Background: an optimization exercise with open tools, aiming at small area. Do not read the settings as production practice.
At most, simulation tests tie the RTL to the original design; equivalence was not proved.
Power figures rest on the tool's default switching activity, not on a simulated workload.

==> flow/design.v <==
`timescale 1ns/1ns
`default_nettype none
package cf_pkg;
   localparam int num_slots   = 2;
   localparam int instr_w     = 32;
   localparam int addr_w      = 32;
   localparam int reg_addr_w  = 5;
   localparam int queue_depth = 4;
   localparam int wb_delay    = 2;    
endpackage
`default_nettype wire
`timescale 1ns/1ns
`default_nettype none
module cf_checker_top (
   input  logic             clk,
   input  logic             reset_,
   input  logic             cf_enable,
   input  logic [2:1]       commit,
   input  logic [2:1][31:0] slot_instr,
   input  logic [2:1][31:0] slot_pc,
   input  logic [2:1][2:0]  slot_isize,
   input  logic [2:1]       slot_taken,
   input  logic [2:1]       slot_is_dup,
   input  logic [2:1]       slot_received_kill,
   input  logic             dut_branch_taken,
   input  logic             rf_write_en,
   input  logic [4:0]       rf_write_rd,
   input  logic [31:0]      rf_write_data,
   output logic             rf_lock,
   output logic             rf_unlock,
   output logic             check_done,
   output logic             err_cf_dest,
   output logic             err_no_orig,
   output logic             err_link
);
   logic [6:0]  op1, op2;
   logic        cf1, cf2, found, sel_v, push, save, any_commit, same;
   logic [31:0] ins;
   logic [31:1] pc;
   logic        isz, dup, taken, br, adj;
   logic [1:0]  code;
   assign op1 = slot_instr[1][6:0];
   assign op2 = slot_instr[2][6:0];
   assign cf1 = commit[1] && (op1 == 7'b1100011 || op1 == 7'b1101111 || op1 == 7'b1100111);
   assign cf2 = commit[2] && (op2 == 7'b1100011 || op2 == 7'b1101111 || op2 == 7'b1100111);
   assign found = cf1 || cf2;
   assign ins   = cf1 ? slot_instr[1]       : slot_instr[2];
   assign pc    = cf1 ? slot_pc[1][31:1]    : slot_pc[2][31:1];
   assign isz   = cf1 ? slot_isize[1][2]    : slot_isize[2][2];
   assign dup   = cf1 ? slot_is_dup[1]      : slot_is_dup[2];
   assign taken = dup ? (dut_branch_taken || (cf1 ? slot_received_kill[1] : slot_received_kill[2]))
                      : (cf1 ? slot_taken[1] : slot_taken[2]);
   assign sel_v      = cf_enable && found;
   assign push       = sel_v && !dup;
   assign save       = sel_v && dup;
   assign any_commit = |commit;
   assign same       = cf1 && commit[2];    
   assign br   = !ins[2];                   
   assign adj  = br && !taken;              
   assign code = br ? {1'b0, taken} : {1'b1, ins[3]};
   logic [31:1] pc0;
   logic        isz0, adj0, chk0;
   logic [4:0]  rd0;
   always_ff @(posedge clk) begin
      if (sel_v) begin
         pc0  <= pc;
         isz0 <= isz;
         adj0 <= adj;
      end
      rd0  <= ins[11:7];
      chk0 <= reset_ && sel_v && ins[2] && (ins[11:7] != 5'd0);
   end
   logic [31:1] link0, base0;
   logic [31:2] ci;    
   always_comb begin
      logic [31:2] a;
      a[2] = isz0 || pc0[1];
      for (int i = 3; i <= 31; i++)
         a[i] = pc0[i-1];
      for (int l = 1; l < 32; l = l * 2)
         for (int j = 2 * l - 1; j < 30; j = j + 2 * l)
            a[j+2] = a[j+2] && a[j+2-l];
      for (int l = 8; l >= 1; l = l / 2)
         for (int j = 3 * l - 1; j < 30; j = j + 2 * l)
            a[j+2] = a[j+2] && a[j+2-l];
      ci = a;
      link0[1] = pc0[1] ^ !isz0;
      for (int i = 2; i <= 31; i++)
         link0[i] = pc0[i] ^ ci[i];
   end
   assign base0 = adj0 ? link0 : pc0;
   logic        chk1;
   logic [4:0]  rd1;
   logic [31:1] lk1;
   always_ff @(posedge clk) begin
      chk1 <= reset_ && chk0;
      rd1  <= rd0;
      lk1  <= link0;
   end
   assign rf_lock   = chk1 && rf_write_en && (rf_write_rd != 5'd0);
   assign rf_unlock = rf_write_en && !rf_lock;
   always_ff @(posedge clk) begin
      err_link <= reset_ && chk1 &&
                  (!rf_write_en || (rf_write_rd != rd1) || (rf_write_data != {lk1, 1'b0}));
   end
   logic [26:0] q_ins [0:3];
   logic [31:1] q_off [0:3];
   logic [2:0]  hp, tp;
   logic        pend, dpend, held, pm;
   logic [31:1] np;
   logic        empty, compare, pop, wr_off;
   logic [1:0]  nw, ha;
   logic [31:1] m, d;
   assign empty   = hp == tp;
   assign compare = held && any_commit;
   assign pop     = compare && !empty;
   assign wr_off  = (pend && any_commit) || dpend;
   assign nw      = tp[1:0] - 2'd1;
   assign ha      = hp[1:0] + {1'b0, pop};
   assign m       = dpend ? np : slot_pc[1][31:1];
   always_comb begin
      logic [31:0] g, p, gg, pp;
      g[0] = 1'b1;    
      p[0] = 1'b0;
      for (int i = 1; i <= 31; i++) begin
         g[i] = m[i] && !base0[i];
         p[i] = m[i] ^ !base0[i];
      end
      gg = g;
      pp = p;
      for (int l = 1; l < 32; l = l * 2)
         for (int i = 2 * l - 1; i < 32; i = i + 2 * l) begin
            gg[i] = gg[i] || (pp[i] && gg[i-l]);
            pp[i] = pp[i] && pp[i-l];
         end
      for (int l = 8; l >= 1; l = l / 2)
         for (int i = 3 * l - 1; i < 32; i = i + 2 * l) begin
            gg[i] = gg[i] || (pp[i] && gg[i-l]);
            pp[i] = pp[i] && pp[i-l];
         end
      for (int i = 1; i <= 31; i++)
         d[i] = p[i] ^ gg[i-1];
   end
   always_ff @(posedge clk) begin
      for (int i = 0; i < 4; i++) begin
         if (push && tp[1:0] == 2'(i))
            q_ins[i] <= {ins[31:7], code};
         if (wr_off && nw == 2'(i))
            q_off[i] <= d;
      end
      np <= slot_pc[2][31:1];
      if (save)
         pm <= q_ins[ha] != {ins[31:7], code};
   end
   always_ff @(posedge clk) begin
      if (!reset_) begin
         tp    <= '0;
         hp    <= '0;
         pend  <= 1'b0;
         dpend <= 1'b0;
         held  <= 1'b0;
      end else begin
         tp    <= tp + {2'd0, push};
         hp    <= hp + {2'd0, pop};
         pend  <= push ? !same : (pend && !any_commit);
         dpend <= push && same;
         held  <= save || (held && !any_commit);
      end
   end
   always_ff @(posedge clk) begin
      check_done  <= reset_ && compare;
      err_no_orig <= reset_ && compare && empty;
      err_cf_dest <= reset_ && compare && !empty && (pm || (d != q_off[hp[1:0]]));
   end
endmodule
`default_nettype wire
export LEC_CHECK = 0
export CAP_MARGIN = 20
export CORE_MARGIN = 2
export CORE_UTILIZATION = 70
export SLEW_MARGIN = 20
create_clock -name core_clock -period 8.0 [get_ports {clk}]
standard.sh (not shown) runs the stock make flow with config.mk's settings and CLKGATE_MAP_FILE= SYNTH_SCRIPT=/design/flow/synth_recipe.tcl, a recipe that flattens the netlist after the stock synthesis.
==> flow/flow/run.sh <==
#!/bin/bash
# Standard ORFS layout with these changes:
#  * synthesis is the standard flow's script with an area-oriented ABC mapping script
#    (flow/synth_area.tcl, flow/area.script), and adders are left to ABC as
#    plain gates (no ADDER_MAP_FILE); registers are mapped as usual;
#  * the port buffers use the smallest buffer cell;
#  * clock tree synthesis clusters up to 30 sinks and adds no dummy loads.
set -euo pipefail
export BUFFER_PORTS_ARGS="-buffer_cell sky130_fd_sc_hd__buf_1"
export CTS_ARGS="-sink_clustering_enable -repair_clock_nets -sink_clustering_size 30 -sink_clustering_max_diameter 80 -dont_use_dummy_load"
bash standard.sh SYNTH_SCRIPT="$PWD/flow/synth_area.tcl" ADDER_MAP_FILE= finish > standard.log 2>&1
==> flow/flow/area.script <==
&get -n
&st
&dch -x
&nf -a -R 1000
&put
==> flow/flow/synth_area.tcl <==
# The standard flow's synthesis script (synth_recipe.tcl), with ABC's mapping script replaced by area.script
# (beside this file).
set area_script [file join [file dirname [file normalize [info script]]] area.script]
proc synth {args} { yosys synth -nofsm -noshare {*}$args }
proc abc {args} {
  set i [lsearch -exact $args -script]
  if { $i >= 0 } { lset args [expr { $i + 1 }] $::area_script }
  yosys abc {*}$args
}
source $::env(SCRIPTS_DIR)/synth.tcl
# left out here: clear keep_hierarchy, flatten, clean up, hide names made inside functions, write 1_2_yosys.v
Change:
--- a/flow/design.v
+++ b/flow/design.v
@@ -107,4 +107,5 @@
    logic [31:1] q_off [0:3];
    logic [2:0]  hp, tp;
+   logic [1:0]  st;    
    logic        pend, dpend, held, pm;
    logic [31:1] np;
@@ -112,4 +113,8 @@
    logic [1:0]  nw, ha;
    logic [31:1] m, d;
+   localparam logic [1:0] st_idle = 2'd0, st_pend = 2'd1, st_dpend = 2'd2, st_held = 2'd3;
+   assign pend  = st == st_pend;
+   assign dpend = st == st_dpend;
+   assign held  = st == st_held;
    assign empty   = hp == tp;
    assign compare = held && any_commit;
@@ -155,22 +160,32 @@
    always_ff @(posedge clk) begin
       if (!reset_) begin
-         tp    <= '0;
-         hp    <= '0;
-         pend  <= 1'b0;
-         dpend <= 1'b0;
-         held  <= 1'b0;
+         tp <= '0;
+         hp <= '0;
+         st <= st_idle;
       end else begin
-         tp    <= tp + {2'd0, push};
-         hp    <= hp + {2'd0, pop};
-         pend  <= push ? !same : (pend && !any_commit);
-         dpend <= push && same;
-         held  <= save || (held && !any_commit);
+         tp <= tp + {2'd0, push};
+         hp <= hp + {2'd0, pop};
+         if (push)
+            st <= same ? st_dpend : st_pend;
+         else if (save)
+            st <= st_held;
+         else if (any_commit || dpend)
+            st <= st_idle;
       end
    end
+   logic [1:0] res;
    always_ff @(posedge clk) begin
-      check_done  <= reset_ && compare;
-      err_no_orig <= reset_ && compare && empty;
-      err_cf_dest <= reset_ && compare && !empty && (pm || (d != q_off[hp[1:0]]));
+      if (!reset_ || !compare)
+         res <= 2'd0;
+      else if (empty)
+         res <= 2'd2;
+      else if (pm || (d != q_off[hp[1:0]]))
+         res <= 2'd3;
+      else
+         res <= 2'd1;
    end
+   assign check_done  = res != 2'd0;
+   assign err_no_orig = res == 2'd2;
+   assign err_cf_dest = res == 2'd3;
 endmodule
 `default_nettype wire
The changed run produced a clean layout.
Routed wire length fell by 2.7%.
First-iteration DRC count fell by 13%.
Worst setup slack improves by 0.066 ns.
Clock power hardly moves.
Cell count is unchanged.
For the second run of this note, only the layout was checked, not whether the RTL still works.


v6:
// cf_checker_top: RTL as listed in full above, without the edits since
clock: 8.0 ns
lec_check: 0
cap_margin: 20
core_margin: 2
core_utilization: 70
slew_margin: 20
==> flow/flow/run.sh <==
#!/bin/bash
# Standard ORFS layout with these changes:
#  * synthesis is the standard flow's script with an area-oriented ABC mapping script
#    (flow/synth_area.tcl, flow/area.script); registers are mapped as usual;
#  * the port buffers use the smallest buffer cell;
#  * clock tree synthesis clusters up to 30
#    sinks and adds no dummy loads.
set -euo pipefail
export BUFFER_PORTS_ARGS="-buffer_cell sky130_fd_sc_hd__buf_1"
export CTS_ARGS="-sink_clustering_enable -repair_clock_nets -sink_clustering_size 30 -sink_clustering_max_diameter 80 -dont_use_dummy_load"
bash standard.sh SYNTH_SCRIPT="$PWD/flow/synth_area.tcl" ADDER_MAP_FILE= finish > standard.log 2>&1
Scripts as last shown in full above: flow/flow/area.script, flow/flow/synth_area.tcl
v6 has completed all stages; timing, DRC and antenna checks passed.
Changes in v7 relative to v6:
diff --git a/flow/design.v b/flow/design.v
--- a/flow/design.v
+++ b/flow/design.v
@@ -62,4 +62,5 @@
    logic        isz0, adj0, chk0;
    logic [4:0]  rd0;
+   logic [31:1] link0, base0;
    always_ff @(posedge clk) begin
       if (sel_v) begin
@@ -71,21 +72,12 @@
       chk0 <= reset_ && sel_v && ins[2] && (ins[11:7] != 5'd0);
    end
-   logic [31:1] link0, base0;
-   logic [31:2] ci;    
+   logic [32:1] cl;
    always_comb begin
-      logic [31:2] a;
-      a[2] = isz0 || pc0[1];
-      for (int i = 3; i <= 31; i++)
-         a[i] = pc0[i-1];
-      for (int l = 1; l < 32; l = l * 2)
-         for (int j = 2 * l - 1; j < 30; j = j + 2 * l)
-            a[j+2] = a[j+2] && a[j+2-l];
-      for (int l = 8; l >= 1; l = l / 2)
-         for (int j = 3 * l - 1; j < 30; j = j + 2 * l)
-            a[j+2] = a[j+2] && a[j+2-l];
-      ci = a;
-      link0[1] = pc0[1] ^ !isz0;
-      for (int i = 2; i <= 31; i++)
-         link0[i] = pc0[i] ^ ci[i];
+      cl[1] = !isz0;
+      for (int i = 1; i <= 31; i++) begin
+         link0[i] = pc0[i] ^ cl[i];
+         cl[i+1]  = pc0[i] && cl[i];
+         if (i == 1) cl[i+1] = cl[i+1] || isz0;
+      end
    end
    assign base0 = adj0 ? link0 : pc0;
@@ -117,28 +109,13 @@
    assign wr_off  = (pend && any_commit) || dpend;
    assign nw      = tp[1:0] - 2'd1;
+   assign m       = dpend ? np : slot_pc[1][31:1];
    assign ha      = hp[1:0] + {1'b0, pop};
-   assign m       = dpend ? np : slot_pc[1][31:1];
+   logic [32:1] cd;
    always_comb begin
-      logic [31:0] g, p, gg, pp;
-      g[0] = 1'b1;    
-      p[0] = 1'b0;
+      cd[1] = 1'b1;
       for (int i = 1; i <= 31; i++) begin
-         g[i] = m[i] && !base0[i];
-         p[i] = m[i] ^ !base0[i];
+         d[i]    = m[i] ^ !base0[i] ^ cd[i];
+         cd[i+1] = (m[i] && !base0[i]) || (cd[i] && (m[i] ^ !base0[i]));
       end
-      gg = g;
-      pp = p;
-      for (int l = 1; l < 32; l = l * 2)
-         for (int i = 2 * l - 1; i < 32; i = i + 2 * l) begin
-            gg[i] = gg[i] || (pp[i] && gg[i-l]);
-            pp[i] = pp[i] && pp[i-l];
-         end
-      for (int l = 8; l >= 1; l = l / 2)
-         for (int i = 3 * l - 1; i < 32; i = i + 2 * l) begin
-            gg[i] = gg[i] || (pp[i] && gg[i-l]);
-            pp[i] = pp[i] && pp[i-l];
-         end
-      for (int i = 1; i <= 31; i++)
-         d[i] = p[i] ^ gg[i-1];
    end
    always_ff @(posedge clk) begin
--- outcome ---
Among v6 and v7, a clean, completed layout was produced by v6 alone.
Number of nets in the finished design delta for v7 relative to v6: 60 higher
NOTE net switching power of the design v6->v7 increased by a few percent
Setup slack down 1.77 ns in v7 wrt v6
NOTE post-synthesis cell count v6->v7 decreased by a few percent
Diff v6 -> v7: met1 routed wirelength after detailed routing saw a decrease; die span in x fell 0.86%; first-pass GRT wire length climbed about 5%.
Looking at die area, v7 sits about 1.7% lower than v6 does.
For v7, only the layout was checked, not whether the RTL still works.


Setup of old:
Starts from the design.v that is shown in full above.
clock: 8.0 ns
lec_check: 0
cap_margin: 20
core_margin: 2
core_utilization: 70
cts_cluster_diameter: 80
cts_cluster_size: 30
slew_margin: 20
==> flow/flow/run.sh <==
#!/bin/bash
# Standard ORFS layout; the port buffers use the smallest buffer cell, clock
# tree synthesis adds no dummy loads.
set -euo pipefail
export BUFFER_PORTS_ARGS="-buffer_cell sky130_fd_sc_hd__buf_1"
export CTS_ARGS="-sink_clustering_enable -repair_clock_nets -sink_clustering_size 30 -sink_clustering_max_diameter 80 -dont_use_dummy_load"
bash standard.sh finish > standard.log 2>&1
## Diff of input files: new against old
-- flow/design.v --
<<< old, line 79
         a[i] = pc0[i-1];
      for (int l = 1; l < 32; l = l * 2)
         for (int j = 2 * l - 1; j < 30; j = j + 2 * l)
            a[j+2] = a[j+2] && a[j+2-l];
      for (int l = 8; l >= 1; l = l / 2)
         for (int j = 3 * l - 1; j < 30; j = j + 2 * l)
            a[j+2] = a[j+2] && a[j+2-l];
      ci = a;
      link0[1] = pc0[1] ^ !isz0;
>>> new, line 79
         a[i] = pc0[i-1];
      for (int l = 1; l < 32; l = l * 2)
         for (int i = 31; i >= 2; i--)
            if (((i - 2) & l) != 0 && i - 2 - ((i - 2) % l) - 1 >= 0)
               a[i] = a[i] && a[2 + (i - 2) - ((i - 2) % l) - 1];
      ci = a;
      link0[1] = pc0[1] ^ !isz0;
--- outcome ---
Measured against each other, new and old differ in mean cell area of the mapped netlist, the lower figure coming from new. [new] highest fanout seen on the critical path rose 1 relative to old. Compared with old, new ends up with a larger final cell area. Diff old..new | count of clock-net buffers in the final layout | unchanged. Overall global routing resource usage: new > old. Comparing new and old, the higher data arrival at the endpoint of the critical path is on old.


== tundra ==
// cf_checker_top: RTL as listed in full above, without the edits since
Settings: LEC_CHECK=0, CAP_MARGIN=20, CORE_MARGIN=2, CORE_UTILIZATION=70, CTS_CLUSTER_DIAMETER=80, CTS_CLUSTER_SIZE=30, SLEW_MARGIN=20; clock period 8.0 ns.
==> flow/flow/run.sh <==
#!/bin/bash
# Standard ORFS layout; the port buffers use the smallest buffer cell, clock
# tree synthesis adds no dummy loads.
set -euo pipefail
export BUFFER_PORTS_ARGS="-buffer_cell sky130_fd_sc_hd__buf_1"
export CTS_ARGS="-sink_clustering_enable -repair_clock_nets -sink_clustering_size 20 -sink_clustering_max_diameter 60 -buf_list sky130_fd_sc_hd__clkbuf_8 -root_buf sky130_fd_sc_hd__clkbuf_16 -dont_use_dummy_load"
bash standard.sh finish > standard.log 2>&1
Here is what was changed in the inputs of raven compared with tundra.
--- a/flow/design.v
+++ b/flow/design.v
@@ -78,11 +78,9 @@
       for (int i = 3; i <= 31; i++)
          a[i] = pc0[i-1];
       for (int l = 1; l < 32; l = l * 2)
-         for (int j = 2 * l - 1; j < 30; j = j + 2 * l)
-            a[j+2] = a[j+2] && a[j+2-l];
-      for (int l = 8; l >= 1; l = l / 2)
-         for (int j = 3 * l - 1; j < 30; j = j + 2 * l)
-            a[j+2] = a[j+2] && a[j+2-l];
+         for (int i = 31; i >= 2; i--)
+            if (((i - 2) & l) != 0 && i - 2 - ((i - 2) % l) - 1 >= 0)
+               a[i] = a[i] && a[2 + (i - 2) - ((i - 2) % l) - 1];
       ci = a;
       link0[1] = pc0[1] ^ !isz0;
       for (int i = 2; i <= 31; i++)
==> results.txt <==
Min highest fanout seen on the critical path across tundra and raven: tundra. Going from tundra to raven, cell count shows an increase of 2.1%, upper clock frequency limit shows an increase of about 10%. Delta (raven minus tundra): average size of a mapped cell shows a reduction of about 3%; proportion of power drawn by the clock network closely matched the old numbers; final hold violation count essentially unchanged.

==> static timing again, ports no longer ideal <==
The flow's constraints put no driver on any port. The routed layouts listed below were extracted and timed again, unchanged, in two steps.
Step 1 assumes that a clkbuf_16 drives the clock port and a buf_2 every other input.
Step 2 also shifts input and output timing later by t, the mid clock arrival at the registers, as if the neighbouring blocks saw the same clock.
Three values: ideal, step 1, step 2; two values: the first two.
run	t, ns	setup slack, ns	worst setup path at the end	clock arrival spread, ns	cell pins on the clock port's net
the first run of note 1	0.536	0.878 / 0.878 / 0.878	register to register	0.047 / 0.047	1
the second run of note 1	0.537	0.944 / 0.944 / 0.944	register to register	0.053 / 0.053	1
v6	0.536	0.878 / 0.878 / 0.878	register to register	0.047 / 0.047	1
v7	0.536	-0.896 / -0.875 / -1.411	input to register	0.051 / 0.051	1
old	0.541	1.323 / 1.323 / 1.323	register to register	0.045 / 0.045	1
new	0.536	1.963 / 1.963 / 1.963	register to register	0.047 / 0.048	1
tundra	0.540	1.352 / 1.352 / 1.352	register to register	0.043 / 0.043	1
raven	0.543	1.940 / 1.940 / 1.940	register to register	0.042 / 0.041	1
For v7, which loses most, drivers alone change the setup slack by +0.021 ns; drivers and shift together by -0.515 ns.
